From an optimization exercise on the open Yosys and OpenROAD flow, aimed at small area; shortcuts taken in it are not production practice.
Function was checked by simulation only, so behaviour that the tests miss may differ from the original.
Power is estimated from default activity; no workload was simulated.

File: design/flow/run.sh
#!/bin/bash
# synth_recipe.tcl (not shown) runs the flow's synth.tcl, then flattens the netlist and writes it again
# the make line also repeats each setting of config.mk as NAME=value (left out here)
make -C /OpenROAD-flow-scripts/flow DESIGN_CONFIG=/design/flow/config.mk WORK_HOME=/design/flow/orfs CLKGATE_MAP_FILE= SYNTH_SCRIPT=/design/flow/synth_recipe.tcl finish
File: design/flow/config.mk
export PLATFORM = sky130hd
export DESIGN_NAME = eth_gen
export DESIGN_NICKNAME = eth_gen
export VERILOG_FILES = /design/flow/design.v
export SDC_FILE = /design/flow/constraint.sdc
export NUM_CORES = 4
export LEC_CHECK = 0
export CAP_MARGIN = 20
export CORE_MARGIN = 2
export CORE_UTILIZATION = 40
export SLEW_MARGIN = 20
File: design/flow/constraint.sdc
create_clock -name core_clock -period 5.5 [get_ports {clk}]
set_input_delay 1.1000 -clock core_clock [delete_from_list [all_inputs] [get_ports {clk}]]
set_output_delay 1.1000 -clock core_clock [all_outputs]
set_load 0.01 [all_outputs]
File: design/flow/design.v
package eth_gen_pkg;
	typedef logic [31:0] word_t;         
	typedef logic [47:0] mac_addr_t;     
	typedef logic [15:0] byte_count_t;   
	typedef logic [15:0] seq_num_t;      
	typedef logic [15:0] pkt_count_t;    
	typedef logic [3:0]  reg_addr_t;     
	typedef logic [1:0]  tx_mod_t;       
	typedef enum logic [2:0] {
		st_idle     = 3'd0,
		st_dest     = 3'd1,
		st_dest_src = 3'd2,
		st_src      = 3'd3,
		st_len_seq  = 3'd4,
		st_data     = 3'd5,
		st_gap      = 3'd6
	} gen_state_t;
	typedef struct packed {
		pkt_count_t  number_packet;    
		logic [13:0] pkt_length;       
		mac_addr_t   s_addr;           
		mac_addr_t   d_addr;           
	} gen_settings_t;
endpackage
module gen_regs
(
	input  logic          clk,
	input  logic          reset,
	input  eth_gen_pkg::reg_addr_t     address,
	input  logic          write,
	input  logic          read,
	input  eth_gen_pkg::word_t         writedata,
	input  eth_gen_pkg::pkt_count_t    packet_count,   
	input  eth_gen_pkg::gen_state_t    state,
	output eth_gen_pkg::word_t         readdata,
	output eth_gen_pkg::gen_settings_t settings,
	output logic          start,          
	output logic          stop            
);
	logic done;      
	logic started;   
	always_ff @(posedge clk or posedge reset)
	begin
		if (reset)
		begin
			settings <= '0;
			stop     <= 1'b0;
		end
		else if (write)
		begin
			case (address)
				4'd0: settings.number_packet <= writedata[15:0];
				4'd1:        settings.pkt_length <= writedata[14:1];
				4'd4:        settings.s_addr[31:0] <= writedata;
				4'd5:        settings.s_addr[47:32] <= writedata[15:0];
				4'd6:        settings.d_addr[31:0] <= writedata;
				4'd7:        settings.d_addr[47:32] <= writedata[15:0];
				4'd8:     stop <= writedata[1];
				default:            ;
			endcase
		end
	end
	always_ff @(posedge clk or posedge reset)
	begin
		if (reset)
			start <= 1'b0;
		else
			start <= write && (address == 4'd8) && writedata[0];
	end
	always_ff @(posedge clk or posedge reset)
	begin
		if (reset)
		begin
			done    <= 1'b0;
			started <= 1'b0;
		end
		else if (start)
		begin
			done    <= 1'b0;    
			started <= 1'b1;
		end
		else if (started && (state == eth_gen_pkg::st_idle) && (packet_count == settings.number_packet))
			done <= 1'b1;
	end
	always_comb
	begin
		readdata = '0;
		if (read)
		begin
			case (address)
				4'd0: readdata = {16'd0, settings.number_packet};
				4'd1:        readdata = {17'd0, settings.pkt_length, 1'b0};
				4'd4:        readdata = settings.s_addr[31:0];
				4'd5:        readdata = {16'd0, settings.s_addr[47:32]};
				4'd6:        readdata = settings.d_addr[31:0];
				4'd7:        readdata = {16'd0, settings.d_addr[47:32]};
				4'd8:     readdata = {29'd0, done, stop, start};
				4'd9:  readdata = {16'd0, packet_count};
				default:            readdata = '0;   
			endcase
		end
	end
endmodule
module gen_fsm
(
	input  logic          clk,
	input  logic          reset,
	input  logic          start,
	input  logic          stop,
	input  eth_gen_pkg::gen_settings_t settings,
	input  logic          tx_rdy,         
	input  eth_gen_pkg::byte_count_t   byte_count,     
	input  eth_gen_pkg::pkt_count_t    packet_count,
	output eth_gen_pkg::gen_state_t    state
);
	eth_gen_pkg::gen_state_t next_state;
	logic [16:0] sent_after;   
	logic       last_frame;
	assign sent_after = {1'b0, packet_count} + 17'd1;
	assign last_frame = stop || (sent_after >= {1'b0, settings.number_packet});
	always_comb
	begin
		next_state = state;
		case (state)
			eth_gen_pkg::st_idle:
				if (start)
					next_state = eth_gen_pkg::st_dest;
			eth_gen_pkg::st_dest:
				if (tx_rdy)
					next_state = eth_gen_pkg::st_dest_src;
			eth_gen_pkg::st_dest_src:
				if (tx_rdy)
					next_state = eth_gen_pkg::st_src;
			eth_gen_pkg::st_src:
				if (tx_rdy)
					next_state = eth_gen_pkg::st_len_seq;
			eth_gen_pkg::st_len_seq:
				if (tx_rdy)
					next_state = (byte_count == 16'd0) ? eth_gen_pkg::st_gap : eth_gen_pkg::st_data;   
			eth_gen_pkg::st_data:
				if (tx_rdy && (byte_count <= 16'd4))
					next_state = eth_gen_pkg::st_gap;     
			eth_gen_pkg::st_gap:
				if (tx_rdy)
					next_state = last_frame ? eth_gen_pkg::st_idle : eth_gen_pkg::st_dest;
			default:
				next_state = eth_gen_pkg::st_idle;
		endcase
	end
	always_ff @(posedge clk or posedge reset)
	begin
		if (reset)
			state <= eth_gen_pkg::st_idle;
		else
			state <= next_state;
	end
endmodule
module frame_counters
(
	input  logic          clk,
	input  logic          reset,
	input  logic          start,
	input  logic          tx_rdy,
	input  eth_gen_pkg::gen_state_t    state,
	input  eth_gen_pkg::gen_settings_t settings,
	output eth_gen_pkg::byte_count_t   byte_count,     
	output eth_gen_pkg::byte_count_t   payload_len,    
	output eth_gen_pkg::seq_num_t      seq_num,
	output eth_gen_pkg::pkt_count_t    packet_count
);
	eth_gen_pkg::byte_count_t len_calc;
	always_comb
	begin
		if (settings.pkt_length < 16'd24)
			len_calc = '0;
		else if (settings.pkt_length > 16'd9600)
			len_calc = 16'd9576;
		else
			len_calc = eth_gen_pkg::byte_count_t'(settings.pkt_length) - 16'd24;
	end
	always_ff @(posedge clk or posedge reset)
	begin
		if (reset)
		begin
			payload_len <= '0;
			byte_count  <= '0;
		end
		else if (state == eth_gen_pkg::st_dest)
		begin
			payload_len <= len_calc;
			byte_count  <= len_calc;
		end
		else if ((state == eth_gen_pkg::st_data) && tx_rdy)
			byte_count <= byte_count - 16'd4;   
	end
	always_ff @(posedge clk or posedge reset)
	begin
		if (reset)
		begin
			seq_num      <= '0;
			packet_count <= '0;
		end
		else if (start)
		begin
			seq_num      <= '0;
			packet_count <= '0;
		end
		else if ((state == eth_gen_pkg::st_gap) && tx_rdy)
		begin
			seq_num      <= seq_num + 16'd1;
			packet_count <= packet_count + 16'd1;
		end
	end
endmodule
module frame_builder
(
	input  logic          clk,
	input  logic          reset,
	input  logic          tx_rdy,
	input  eth_gen_pkg::gen_state_t    state,
	input  eth_gen_pkg::gen_settings_t settings,
	input  eth_gen_pkg::byte_count_t   payload_len,
	input  eth_gen_pkg::seq_num_t      seq_num,
	output eth_gen_pkg::word_t         tx_data,
	output logic          tx_wren,
	output logic          tx_sop,
	output logic          tx_eop,
	output eth_gen_pkg::tx_mod_t       tx_mod
);
	eth_gen_pkg::word_t     pattern;      
	eth_gen_pkg::word_t     next_word;
	logic      next_wren;
	logic      next_sop;
	eth_gen_pkg::mac_addr_t da;
	eth_gen_pkg::mac_addr_t sa;
	eth_gen_pkg::tx_mod_t   last_mod;     
	assign da = settings.d_addr;
	assign sa = settings.s_addr;
	assign last_mod = 2'd0 - payload_len[1:0];
	always_comb
	begin
		next_word = '0;
		next_wren = 1'b1;
		next_sop  = 1'b0;
		case (state)
			eth_gen_pkg::st_dest:
			begin
				next_word = {da[7:0], da[15:8], da[23:16], da[31:24]};
				next_sop  = 1'b1;
			end
			eth_gen_pkg::st_dest_src: next_word = {da[39:32], da[47:40], sa[7:0], sa[15:8]};
			eth_gen_pkg::st_src:      next_word = {sa[23:16], sa[31:24], sa[39:32], sa[47:40]};
			eth_gen_pkg::st_len_seq:  next_word = {payload_len + 16'd6, seq_num};
			eth_gen_pkg::st_data:     next_word = pattern;
			default:     next_wren = 1'b0;   
		endcase
	end
	always_ff @(posedge clk)
	begin
		if (state == eth_gen_pkg::st_dest)
			pattern <= 32'h00010203;
		else if ((state == eth_gen_pkg::st_data) && tx_rdy)
			pattern <= (pattern == 32'hFCFDFEFF) ? 32'h00010203 : pattern + 32'h04040404;
	end
	always_ff @(posedge clk or posedge reset)
	begin
		if (reset)
		begin
			tx_data <= '0;
			tx_wren <= 1'b0;
			tx_sop  <= 1'b0;
		end
		else if (tx_rdy)
		begin
			tx_data <= next_word;
			tx_wren <= next_wren;
			tx_sop  <= next_sop;
		end
	end
	assign tx_eop = (state == eth_gen_pkg::st_gap);
	assign tx_mod = tx_eop ? last_mod : 2'd0;
endmodule
module eth_gen
(
	input  logic      clk,
	input  logic      reset,
	input  eth_gen_pkg::reg_addr_t address,     
	input  logic      write,
	input  logic      read,
	input  eth_gen_pkg::word_t     writedata,
	output eth_gen_pkg::word_t     readdata,
	input  logic      tx_rdy,      
	output eth_gen_pkg::word_t     tx_data,
	output logic      tx_wren,
	output logic      tx_sop,
	output logic      tx_eop,
	output eth_gen_pkg::tx_mod_t   tx_mod
);
	eth_gen_pkg::gen_settings_t settings;
	eth_gen_pkg::gen_state_t    state;
	logic          start;
	logic          stop;
	eth_gen_pkg::byte_count_t   byte_count;
	eth_gen_pkg::byte_count_t   payload_len;
	eth_gen_pkg::seq_num_t      seq_num;
	eth_gen_pkg::pkt_count_t    packet_count;
	gen_regs i_gen_regs (
		.clk(clk), .reset(reset), .address(address), .write(write), .read(read),
		.writedata(writedata), .packet_count(packet_count), .state(state),
		.readdata(readdata), .settings(settings), .start(start), .stop(stop)
	);
	gen_fsm i_gen_fsm (
		.clk(clk), .reset(reset), .start(start), .stop(stop), .settings(settings),
		.tx_rdy(tx_rdy), .byte_count(byte_count), .packet_count(packet_count),
		.state(state)
	);
	frame_counters i_frame_counters (
		.clk(clk), .reset(reset), .start(start), .tx_rdy(tx_rdy), .state(state),
		.settings(settings), .byte_count(byte_count), .payload_len(payload_len),
		.seq_num(seq_num), .packet_count(packet_count)
	);
	frame_builder i_frame_builder (
		.clk(clk), .reset(reset), .tx_rdy(tx_rdy), .state(state), .settings(settings),
		.payload_len(payload_len), .seq_num(seq_num), .tx_data(tx_data),
		.tx_wren(tx_wren), .tx_sop(tx_sop), .tx_eop(tx_eop), .tx_mod(tx_mod)
	);
endmodule
==> notes.md <==
-- worst register-to-register path, stage by stage, from the launching register on --
cell      delay (ns)
dfrtp_2         0.94
inv_1           0.36
nand2_1         0.23
nand3_1         0.73
a211oi_1        0.72
a21o_1          0.13
-- stage by stage --
| stage | hold slack (ns) | utilization [%] | area (µm²) |
|---|---|---|---|
| 2_1_floorplan | 0.428 | - | 14200 |
| 3_3_place_gp | 0.444 | 45.2 | 15700 |
| 3_5_place_dp | 0.441 | 45.2 | 15700 |
| 4_1_cts | 0.455 | 48.0 | 16700 |
| 5_1_grt | 0.465 | 48.1 | 16700 |
| 6_report | 0.452 | 48.1 | 16700 |
-- path summary, 6_finish.rpt --
| kind | startpoint | endpoint | slack (ns) | depth (start not counted) |
|---|---|---|---|---|
| max in group asynchronous | reset | i_gen_regs.settings[75]$_DFFE_PP0P_ | 3.56 | 4 |
| worst max-delay path | address[2] | readdata[15] | 0.32 | 8 |
| worst min register to register | i_gen_regs.started$_DFFE_PP0P_ | i_gen_regs.started$_DFFE_PP0P_ | 0.45 | 1 |
| worst min-delay path | i_gen_regs.started$_DFFE_PP0P_ | i_gen_regs.started$_DFFE_PP0P_ | 0.45 | 1 |
| worst max register to register | i_gen_fsm.state[0]$_DFFE_PP0P_ | i_frame_builder.tx_data[8]$_DFFE_PP0P_ | 2.33 | 5 |
| min in group asynchronous | reset | i_frame_counters.packet_count[2]$_DFFE_PP0P_ | 0.99 | 3 |
-- layout make-up --
class                      count  area [µm²]
timing repair buffer         142        1370
clock inverter                15         160
tap                          455         569
fill                        3252       18000
inverter                      27         105
sequential                   261        6380
clock buffer                  39         823
multi-input combinational   1004        7290
-- state kept, by name, indices dropped and copies added, names as in the netlist, 3 cells and up --
| register | cells |
|---|---|
| i_gen_regs.settings | 126 |
| i_frame_builder.tx_data | 32 |
| i_frame_builder.pattern | 31 |
| i_frame_counters.byte_count | 16 |
| i_frame_counters.packet_count | 16 |
| i_frame_counters.seq_num | 16 |
| i_frame_counters.payload_len | 15 |
| i_gen_fsm.state | 3 |
-- logic make-up after synthesis --
logic type | Yosys count | synth area share, %
buf+inv | 131 | 3.67
flops | 261 | 45.0
simple gates | 396 | 13.9
compound gates | 320 | 16.3
xor+xnor | 96 | 5.94
fa+ha+maj | 24 | 2.12
mux | 168 | 13.1
-- layer usage --
layer	global-route usage (%)	up-vias	routed length, µm
met5	0	-	0
met4	5.99	0	1140
met3	4.60	71	3570
met2	38.9	482	21000
met1	36.6	5896	20700
li1	-	5304	-
-- synth_stat cells, types with 23 or more instances --
master / n / area share, %
ha_1: 24 / 2.1
a211oi_1: 26 / 1.4
nand2_1: 98 / 2.6
mux2i_1: 35 / 2.5
clkbuf_1: 83 / 2.2
nand4_1: 27 / 1.2
dfrtp_1: 230 / 41
a221oi_1: 23 / 1.4
o21ai_0: 35 / 1.2
a21o_1: 30 / 1.6
mux2_2: 133 / 11
a21oi_1: 52 / 1.8
a31oi_1: 25 / 1.1
xor2_1: 54 / 3.3
dfxtp_1: 31 / 4.4
a22oi_1: 23 / 1.2
xnor2_1: 42 / 2.6
inv_1: 27 / 0.72
nand3_1: 28 / 0.99
nor2_1: 122 / 3.2
-- where the power goes --
part	internal (mW)	switching [mW]	total [mW]
sequential	2.39	0.666	3.06
clock	1.19	0.833	2.02
combinational	1.20	1.45	2.65
total	4.78	2.95	7.73
==> impl_results.md <==
- Status: timing/DRC/antenna clean
- HPWL after DPL: 33,400 µm
- Overflow after GRT: 0
- Post-synth EDFFs: 0
- CTS tree: yes
- Mean Syn Cell Area: 10.1 µm²
- PD cells: 463 nW/µm²
- Layout Skew: 0.0126 ns
- Synth Instances: 1,396
- Lkg Pwr: 7.06 nW
- Row count: 68
- Core footprint: 34,700 µm²
- Vias in the first global route: 11.2k
- Largest net degree at the start of global routing: 180
- Worst EP required: 4.40 ns
- Root Buffer: clkbuf_16
- Slowest stage delay, CP: 0.61 ns
- Fraction of registers with async set/reset: 88.1%
- Number of antenna diodes: 0
- CP max-delay cell: clkdlybuf4s50_1
- 1st-pass router iterations: 7
- Global-route wire length before repair: 70,600 µm
- Setup TNS: 0 ns
- Maxcap violations: 0
- Cell family with most CP delay: buffers and inverters
- Power Total: 7.73 mW
- CP endpoint kind: output pin
- Register area share after synthesis: 45.0%
- Die outline height: 192 µm
- Die Area: 36,900 µm²
- Post-cts sizing count: 0
- Critical-path maximum fanout: 7
- 1st-iter DRT viols: 1,184
- Final setup vio count: 0
- I/O Buffers: 109
- Yosys reg bits: 261
- Leading cell types in the layout, fill and taps excluded: dfrtp_1, mux2_2, nor2_1, clkdlybuf4s50_1, nand2_1
- Synth unique cells: 74
- CP cell instances: clkdlybuf4s50_1 > nor2b_1 > buf_4 > and3_1 > buf_4 > a22oi_1 > a31oi_1 > clkdlybuf4s50_1
- Initial antenna violation count: 1
- GRT Total Usage: 25.2%
- CTS Buf Count: 29
- Arr. time, crit path: 4.08 ns
- Cell Count, Final, Fillers Out: 1,943
- Die Wd: 192 µm
- VDD IR max: 0.000305 V
- Placer Congestion: 0.923
- Pre-CTS setup slack: 0.479 ns
- Worst Max-Slew Pin Slew: 1.05 ns
- Min-Delay Path Class: flip-flop to flip-flop
- Area Overhead vs Synth: 18.0%
- Initial core utilization: 40.8%
- Dominant register cell in the synthesized netlist: dfrtp_1
- Vias: 11.8k
- Period utilization: 94.1%
- Clock slew at reported path FFs: 0.06 ns
- WL per Instance: 23.9 µm
- Routed Antenna Nets: 0
- CTS max path bufs: 3
- Hold_buf cts: 0
- WP buf/inv: 4
- Startpoint Class: input pin
- Unrepaired setup endpoints after global routing: false
- Clk sinks: 261
- Fin. Hold Viols: 0
- Tmin final: 5.18 ns
- IO Pins: 110
- Syn_nets: 1,461
- Maximum clock rate: 0.193 GHz
- Most common cell after layout, fill and taps aside: dfrtp_1
- Final worst-path setup slack: 0.323 ns
- DRC errors left: 0
- Ratio of cells with drive above 1 in the final layout: 16.2%
- Via-to-Cell Ratio: 6.05
- Post-CTS Setup Repair Bufs: 0
- Crit path kind: input pin to output pin
- Dpl cells: 1,888
- H-tree depth: 1
- Slew Limit Fails: 0
- Yosys warns: 4
- Rel. slew slack: 29.8%
- Synth Cell Area: 14,200 µm²
- Final #Nets: 1,530
- Post-Route WL: 46,300 µm
- Clock latency (worst-skew pair): 0.56 ns

==> afterwards: timing with drivers on the ports <==
The results above use ideal ports. As a check the final layout listed here was re-extracted and re-timed, cells and wires unchanged.
Step 1, drivers: a clkbuf_16 drives clk and a buf_2 each remaining input, both assumed.
Step 2 moves the port delays by t, midway between the first and last clock arrival at a register: inputs arrive t later, outputs are due t later. That takes back most of the time a late clock gives input paths.
a / b / c = ideal ports / drivers / drivers and shift; a / b = the first two.
t, ns: 0.609
setup WS [ns]: 0.323 / 0.299 / 0.299
worst slew at a driven data input, ns: 0.07
After both steps setup and hold are still met in this run. For this run, drivers alone change the setup slack by -0.024 ns; drivers and shift together by -0.024 ns.
